Source: an optimization exercise on an open RTL-to-GDS flow (aim: small area and few clock cycles per item). Production flows keep margins and buffers that such runs may drop.
At most, simulation tests tie the RTL to the original design; equivalence was not proved.
Power is estimated from default activity; no workload was simulated.

==> flow/design.v (excerpt) <==
module line_edit_receive_buffer (
    input  wire logic       i_clk,
    input  wire logic       i_rst_n,
    input  wire logic       i_valid,
    output logic            o_ready,
    input  wire logic       i_action,
    input  wire logic [7:0] i_rx_byte,
    output logic            o_valid,
    input  wire logic       i_ready,
    output logic [1:0]      o_kind,
    output logic [7:0]      o_out_byte,
    output logic            o_last,
    output logic [6:0]      o_line_count
);
    localparam logic [1:0] KIND_ECHO      = 2'd0;
    localparam logic [1:0] KIND_LINE      = 2'd1;
    localparam logic [1:0] KIND_EMPTY     = 2'd2;
    localparam logic [1:0] KIND_NOT_READY = 2'd3;
    logic       r_valid;
    logic       r_act;
    logic [7:0] r_byte;
    logic [6:0] r_fill;      
    logic       r_line;      
    logic       r_erase2;    
    logic [6:0] r_ptr;       
    logic [7:0] r_rd;        
    logic        r_phase;
    logic [7:0]  r_mem [1:63];
    logic [7:0]  mem_d [1:63];
    logic [63:1] sel_n;      
    logic [63:1] wr_sel;     
    logic [7:0]  wr_x;
    logic        wr_en;
    logic [7:0]  rd_q;
    logic       is_term, is_erase, is_plain;
    logic       empty, full, drain, pos_last, erase1;
    logic       take, done;
    logic [6:0] fill_inc, ptr_inc, fill_nxt;
    assign is_term  = !r_act && (r_byte == 8'h0D || r_byte == 8'h0A);
    assign is_erase = !r_act && (r_byte == 8'h08 || r_byte == 8'h7F);
    assign is_plain = !r_act && !is_term && !is_erase;
    assign empty    = (r_fill == 7'd0);
    assign full     = r_fill[6];
    assign drain    = r_act && r_line && !empty;
    assign pos_last = (r_ptr == r_fill);
    assign erase1   = is_erase && !r_erase2 && !empty;
    assign fill_inc = r_fill + 7'd1;
    assign ptr_inc  = r_ptr + 7'd1;
    always_comb begin
        o_valid      = r_valid;
        o_kind       = KIND_ECHO;
  ...
Size in the first run: about 1900 cells after synthesis, roughly 540 flip-flops, roughly 33 I/O pins, about 0.019 mm2 of cells after synthesis.
Settings: LEC_CHECK=0, CAP_MARGIN=10, CORE_MARGIN=2, CORE_UTILIZATION=40, CTS_BUF_LIST=sky130_fd_sc_hd__clkbuf_16, CTS_CLUSTER_DIAMETER=90, CTS_CLUSTER_SIZE=28, SLEW_MARGIN=10, SYNTH_HIERARCHICAL=1, SYNTH_MINIMUM_KEEP_SIZE=40; clock period 4.5 ns.
standard.sh (not shown) runs the stock make flow with config.mk's settings and CLKGATE_MAP_FILE= SYNTH_SCRIPT=/design/flow/synth_recipe.tcl, a recipe that flattens the netlist after the stock synthesis.
==> flow/flow/run.sh <==
#!/bin/bash
# The standard layout (standard.sh: the standard flow's synthesis, floorplan, placement,
# CTS, routing), with two changes to how it builds the layout:
#  - port buffers are the smallest buffer, sky130_fd_sc_hd__buf_1, which the
#    resizer may still upsize;
#  - clock tree synthesis uses clkbuf_16 leaf clusters of up to 28 sinks and
#    no dummy loads.
# Every tool's full output stays in orfs/logs; make's own output goes to
# make_standard.log here.
set -euo pipefail
export BUFFER_PORTS_ARGS="-buffer_cell sky130_fd_sc_hd__buf_1"
export CTS_ARGS="-sink_clustering_enable -repair_clock_nets -dont_use_dummy_load -sink_clustering_size 28 -sink_clustering_max_diameter 90 -buf_list sky130_fd_sc_hd__clkbuf_16"
bash standard.sh > make_standard.log 2>&1
Testbench counts at the start, summed over its fixed seeds: cycles 36,371, items 20,000.
==> next run, changes <==
--- a/flow/flow/run.sh
+++ b/flow/flow/run.sh
@@ -6 +6 @@
-#  - clock tree synthesis uses clkbuf_16 leaf clusters of up to 28 sinks and
+#  - clock tree synthesis uses clkbuf_16 leaf clusters of up to 24 sinks and
@@ -12 +12 @@
-export CTS_ARGS="-sink_clustering_enable -repair_clock_nets -dont_use_dummy_load -sink_clustering_size 28 -sink_clustering_max_diameter 90 -buf_list sky130_fd_sc_hd__clkbuf_16"
+export CTS_ARGS="-sink_clustering_enable -repair_clock_nets -dont_use_dummy_load -sink_clustering_size 24 -sink_clustering_max_diameter 80 -buf_list sky130_fd_sc_hd__clkbuf_16"
- CAP_MARGIN: 10 -> 20
- CTS_CLUSTER_DIAMETER: 90 -> 80
- CTS_CLUSTER_SIZE: 28 -> 24
- SLEW_MARGIN: 10 -> 20
What happened:
- The changed run completed with no timing, DRC or antenna violations
- final cell count stays flat
- power grows by 2.8%
- sequential share of layout area goes down by 0.33 points
- combinational power stays flat
- wire length went up by 0.52%
- utilization goes up by 0.27 points
- sequential power hardly moves
- non-clock buffer count does not change
- synthesized area is unchanged
- final area grows by 0.62%


Starting RTL as in the previous note.
==> flow/config.mk <==
export PLATFORM = sky130hd
export DESIGN_NAME = line_edit_receive_buffer
export DESIGN_NICKNAME = line_edit_receive_buffer
export VERILOG_FILES = /design/flow/design.v
export SDC_FILE = /design/flow/constraint.sdc
export NUM_CORES = 4
export LEC_CHECK = 0
export CAP_MARGIN = 10
export CORE_MARGIN = 2
export CORE_UTILIZATION = 40
export CTS_BUF_LIST = sky130_fd_sc_hd__clkbuf_16
export CTS_CLUSTER_DIAMETER = 100
export CTS_CLUSTER_SIZE = 30
export SLEW_MARGIN = 10
export SYNTH_HIERARCHICAL = 1
export SYNTH_MINIMUM_KEEP_SIZE = 40
==> flow/constraint.sdc <==
create_clock -name core_clock -period 4.5 [get_ports {i_clk}]
set_input_delay 0.9000 -clock core_clock [delete_from_list [all_inputs] [get_ports {i_clk}]]
set_output_delay 0.9000 -clock core_clock [all_outputs]
set_load 0.01 [all_outputs]
==> flow/flow/run.sh <==
#!/bin/bash
# The standard layout (standard.sh: the standard flow's synthesis, floorplan, placement,
# CTS, routing), with two changes to how it builds the layout:
#  - port buffers are the smallest buffer, sky130_fd_sc_hd__buf_1, which the
#    resizer may still upsize;
#  - clock tree synthesis uses clkbuf_16 leaf clusters of up to 30 sinks and
#    no dummy loads.
# Every tool's full output stays in orfs/logs; make's own output goes to
# make_standard.log here.
set -euo pipefail
export BUFFER_PORTS_ARGS="-buffer_cell sky130_fd_sc_hd__buf_1"
export CTS_ARGS="-sink_clustering_enable -repair_clock_nets -dont_use_dummy_load -sink_clustering_size 30 -sink_clustering_max_diameter 100 -buf_list sky130_fd_sc_hd__clkbuf_16"
bash standard.sh > make_standard.log 2>&1
The first run completed without violations.
Testbench counts at the start, summed over its fixed seeds: cycles 36,371, items 20,000.
==> next run, changes <==
==> flow/run.sh (new file) <==
#!/bin/bash
# synth_recipe.tcl (not shown) runs the flow's synth.tcl, then flattens the netlist and writes it again
# the make line also repeats each setting of config.mk as NAME=value (left out here)
make -C /OpenROAD-flow-scripts/flow DESIGN_CONFIG=/design/flow/config.mk WORK_HOME=/design/flow/orfs CLKGATE_MAP_FILE= SYNTH_SCRIPT=/design/flow/synth_recipe.tcl finish
Settings changed: CAP_MARGIN 10 to 20, CTS_BUF_LIST sky130_fd_sc_hd__clkbuf_16 to sky130_fd_sc_hd__clkbuf_8, CTS_CLUSTER_DIAMETER 100 to 45, CTS_CLUSTER_SIZE 30 to 18, SLEW_MARGIN 10 to 20.
removed: flow/flow/run.sh
removed: flow/standard.sh
=> Worst setup slack degrades by 0.13 ns; sequential share of layout area goes down by 3.0 points; design area goes up by 5.7%; flip-flop and latch count stays the same; clock power goes up by 62%; global-route usage goes up by 0.81 points; critical path depth stays the same; total power goes up by 19%; final cell count goes up by 3.9%.
==> next run, changes <==
==> flow/flow/run.sh (new file) <==
#!/bin/bash
# The standard layout (standard.sh: the standard flow's synthesis, floorplan, placement,
# CTS, routing), with two changes to how it builds the layout:
#  - port buffers are the smallest buffer, sky130_fd_sc_hd__buf_1, which the
#    resizer may still upsize;
#  - clock tree synthesis uses clkbuf_16 leaf clusters of up to 30 sinks and
#    no dummy loads.
# Every tool's full output stays in orfs/logs; make's own output goes to
# make_standard.log here.
set -euo pipefail
export BUFFER_PORTS_ARGS="-buffer_cell sky130_fd_sc_hd__buf_1"
export CTS_ARGS="-sink_clustering_enable -repair_clock_nets -dont_use_dummy_load -sink_clustering_size 30 -sink_clustering_max_diameter 100 -buf_list sky130_fd_sc_hd__clkbuf_16"
bash standard.sh > make_standard.log 2>&1
==> flow/standard.sh (new file) <==
#!/bin/bash
# synth_recipe.tcl (not shown) runs the flow's synth.tcl, then flattens the netlist and writes it again
# the make line also repeats each setting of config.mk as NAME=value (left out here)
make -C /OpenROAD-flow-scripts/flow DESIGN_CONFIG=/design/flow/config.mk WORK_HOME=/design/flow/orfs CLKGATE_MAP_FILE= SYNTH_SCRIPT=/design/flow/synth_recipe.tcl "${@:-finish}"
Settings changed: CAP_MARGIN 20 to 0, CTS_BUF_LIST sky130_fd_sc_hd__clkbuf_8 to sky130_fd_sc_hd__clkbuf_16, CTS_CLUSTER_DIAMETER 45 to 100, CTS_CLUSTER_SIZE 18 to 30, SLEW_MARGIN 20 to 0.
removed: flow/run.sh
What happened: Hold slack is worse by 0.0038 ns; clock power fell by 38%; utilization fell by 2.5 points; register-to-register slack is worse by 0.02 ns; wire length fell by 2.1%; total power fell by 16%.
==> next run, changes <==
==> flow/run.sh (new file) <==
#!/bin/bash
# synth_recipe.tcl (not shown) runs the flow's synth.tcl, then flattens the netlist and writes it again
# the make line also repeats each setting of config.mk as NAME=value (left out here)
make -C /OpenROAD-flow-scripts/flow DESIGN_CONFIG=/design/flow/config.mk WORK_HOME=/design/flow/orfs CLKGATE_MAP_FILE= SYNTH_SCRIPT=/design/flow/synth_recipe.tcl finish
Settings changed: CAP_MARGIN 0 to 20, CTS_BUF_LIST sky130_fd_sc_hd__clkbuf_16 to sky130_fd_sc_hd__clkbuf_4 sky130_fd_sc_hd__clkbuf_8, CTS_CLUSTER_DIAMETER 100 to 40, CTS_CLUSTER_SIZE 30 to 12, SLEW_MARGIN 0 to 20.
removed: flow/flow/run.sh
removed: flow/standard.sh
=> Worst setup slack gets worse by 0.12 ns. Utilization is higher by 3.2 points. Routed wire length came out higher by 2.8%. Synthesized area stays the same. Non-clock buffer count went up by 9. Die area stays the same. Total power went up by about 27%. Clock power came out higher by about 90%. Critical path depth stays the same.


line_edit_receive_buffer, a different RTL version from the one above (not shown whole).
Size in the first run: ~2000 cells after synthesis, about 550 flip-flops, roughly 33 I/O pins, about 19000 µm² of cells after synthesis.
Settings: LEC_CHECK=0, CAP_MARGIN=20, CORE_MARGIN=2, CORE_UTILIZATION=40, SLEW_MARGIN=20, SYNTH_HIERARCHICAL=1, SYNTH_MINIMUM_KEEP_SIZE=40; clock period 4.5 ns.
run.sh (not shown) runs the stock make flow with config.mk's settings and CLKGATE_MAP_FILE= SYNTH_SCRIPT=/design/flow/synth_recipe.tcl, a recipe that flattens the netlist after the stock synthesis.
Stock flow here: none of the scripts above is used.
The starting point finished with timing, DRC and antenna clean.
Rerun with:
--- a/flow/config.mk
+++ b/flow/config.mk
@@ -9,4 +9,7 @@
 export CORE_MARGIN = 2
 export CORE_UTILIZATION = 40
+export CTS_BUF_LIST = sky130_fd_sc_hd__clkbuf_8
+export CTS_CLUSTER_DIAMETER = 50
+export CTS_CLUSTER_SIZE = 14
 export SLEW_MARGIN = 20
 export SYNTH_HIERARCHICAL = 1
Utilization drops by 2.2 points.
Total power shrinks by 18%.
Clock-buffer cell count is lower by 20.
Worst setup slack degrades by 54 ps.
Wire length went down by about 0.65%.
Clock skew goes up by 33 ps.
Die area stays the same.
No run of this note included a check of the RTL's function; only the layout flow was run.


== run 1 ==
line_edit_receive_buffer with an RTL version that a note above also has.
For scale: roughly 1900 cells after synthesis, roughly 33 I/O pins, ~19000 um2 of cells after synthesis.
Settings: LEC_CHECK=0, CAP_MARGIN=20, CORE_MARGIN=2, CORE_UTILIZATION=40, CTS_BUF_LIST=sky130_fd_sc_hd__clkbuf_16, CTS_CLUSTER_DIAMETER=100, CTS_CLUSTER_SIZE=30, SLEW_MARGIN=20, SYNTH_HIERARCHICAL=1, SYNTH_MINIMUM_KEEP_SIZE=40; clock period 4.5 ns.
Testbench counts of run 1, summed over its fixed seeds: cycles 36,371, items 20,000.
Setup changes, run 1 to run 2
diff --git a/flow/config.mk b/flow/config.mk
--- a/flow/config.mk
+++ b/flow/config.mk
@@ -9,7 +9,7 @@
 export CORE_MARGIN = 2
 export CORE_UTILIZATION = 40
-export CTS_BUF_LIST = sky130_fd_sc_hd__clkbuf_16
-export CTS_CLUSTER_DIAMETER = 100
-export CTS_CLUSTER_SIZE = 30
+export CTS_BUF_LIST = sky130_fd_sc_hd__clkbuf_8
+export CTS_CLUSTER_DIAMETER = 50
+export CTS_CLUSTER_SIZE = 14
 export SLEW_MARGIN = 20
 export SYNTH_HIERARCHICAL = 1
Comparing combinational power share for run 1 and run 2, the smaller number came from run 2.
Re post-synthesis instance area: no difference whatsoever between run 2 and run 1.
[compare] base=run 1 new=run 2: global-route track usage on met3 picked up an extra 1.2 points; maximum frequency neither gained nor lost much.
As far as remaining global-route overflow goes, run 1 and run 2 are indistinguishable; the numbers are identical.
Run 2 ended with more worst path setup slack after routing than run 1.
diff inputs: run 2 => run 3
==> flow/flow/run.sh (new file) <==
#!/bin/bash
# The standard layout (standard.sh: the standard flow's synthesis, floorplan, placement,
# CTS, routing), with two changes to how it builds the layout:
#  - port buffers are the smallest buffer, sky130_fd_sc_hd__buf_1, which the
#    resizer may still upsize;
#  - clock tree synthesis uses clkbuf_16 leaf clusters of up to 28 sinks and
#    no dummy loads.
# Every tool's full output stays in orfs/logs; make's own output goes to
# make_standard.log here.
set -euo pipefail
export BUFFER_PORTS_ARGS="-buffer_cell sky130_fd_sc_hd__buf_1"
export CTS_ARGS="-sink_clustering_enable -repair_clock_nets -dont_use_dummy_load -sink_clustering_size 28 -sink_clustering_max_diameter 90 -buf_list sky130_fd_sc_hd__clkbuf_16"
bash standard.sh > make_standard.log 2>&1
==> flow/standard.sh (new file) <==
#!/bin/bash
# synth_recipe.tcl (not shown) runs the flow's synth.tcl, then flattens the netlist and writes it again
# the make line also repeats each setting of config.mk as NAME=value (left out here)
make -C /OpenROAD-flow-scripts/flow DESIGN_CONFIG=/design/flow/config.mk WORK_HOME=/design/flow/orfs CLKGATE_MAP_FILE= SYNTH_SCRIPT=/design/flow/synth_recipe.tcl "${@:-finish}"
==> flow/config.mk <==
export PLATFORM = sky130hd
export DESIGN_NAME = line_edit_receive_buffer
export DESIGN_NICKNAME = line_edit_receive_buffer
export VERILOG_FILES = /design/flow/design.v
export SDC_FILE = /design/flow/constraint.sdc
export NUM_CORES = 4
export LEC_CHECK = 0
export CAP_MARGIN = 10
export CORE_MARGIN = 2
export CORE_UTILIZATION = 55
export CTS_BUF_LIST = sky130_fd_sc_hd__clkbuf_16
export CTS_CLUSTER_DIAMETER = 90
export CTS_CLUSTER_SIZE = 28
export SLEW_MARGIN = 10
export SYNTH_HIERARCHICAL = 1
export SYNTH_MINIMUM_KEEP_SIZE = 40
removed: flow/run.sh
==> comparison <==
Run 3 completed every stage of the flow, and the final layout passed the timing, design-rule and antenna checks. Delta (run 3 minus run 2): non-filler instance count after layout shows a reduction of about 8%, power share of the clock group now sits lower, power shrank by 0.82 mW. Run 3 against run 2: number of cells in the design after placement has decreased; die area has decreased; total global routing track utilization has increased; combinational-cell power consumption has decreased; worst-case vdd ir drop has increased. Run 3 -> run 2: hold slack flat.

-- re-timing with driven ports --
No port has a modelled driver above. Below, the same layouts with a new extraction and two added sets of constraints. Step 1 sets driving cells, clkbuf_16 on the clock port and buf_2 on the other inputs (assumed; they add their load-dependent delay and slew). Step 2 adds t to the input delays and takes it off the output delays; t is the mean of the earliest and latest rising clock arrival at the registers after step 1. Input paths then give back, and output paths get back, about the clock's delay inside the block. a / b / c = ideal / step 1 / step 2; a / b = the first two.
run	shift t [ns]	setup slack, ns	worst slew at a driven data input, ns
the first run of note 1	0.607	0.344 / 0.289 / 0.858	0.04
the second run of note 1	0.625	0.311 / 0.257 / 0.883	0.04
the first run of note 2	0.599	0.338 / 0.282 / 0.881	0.04
the second run of note 2	0.729	0.209 / 0.156 / 0.885	0.04
the third run of note 2	0.599	0.338 / 0.282 / 0.881	0.04
the fourth run of note 2	0.701	0.214 / 0.164 / 0.865	0.03
the first run of note 3	0.666	0.291 / 0.230 / 0.896	0.04
the second run of note 3	0.717	0.237 / 0.181 / 0.898	0.04
run 1	0.625	0.202 / 0.149 / 0.773	0.03
run 2	0.706	0.208 / 0.158 / 0.863	0.04
run 3	0.603	0.301 / 0.246 / 0.849	0.04
After both steps setup and hold are still met in every run listed.
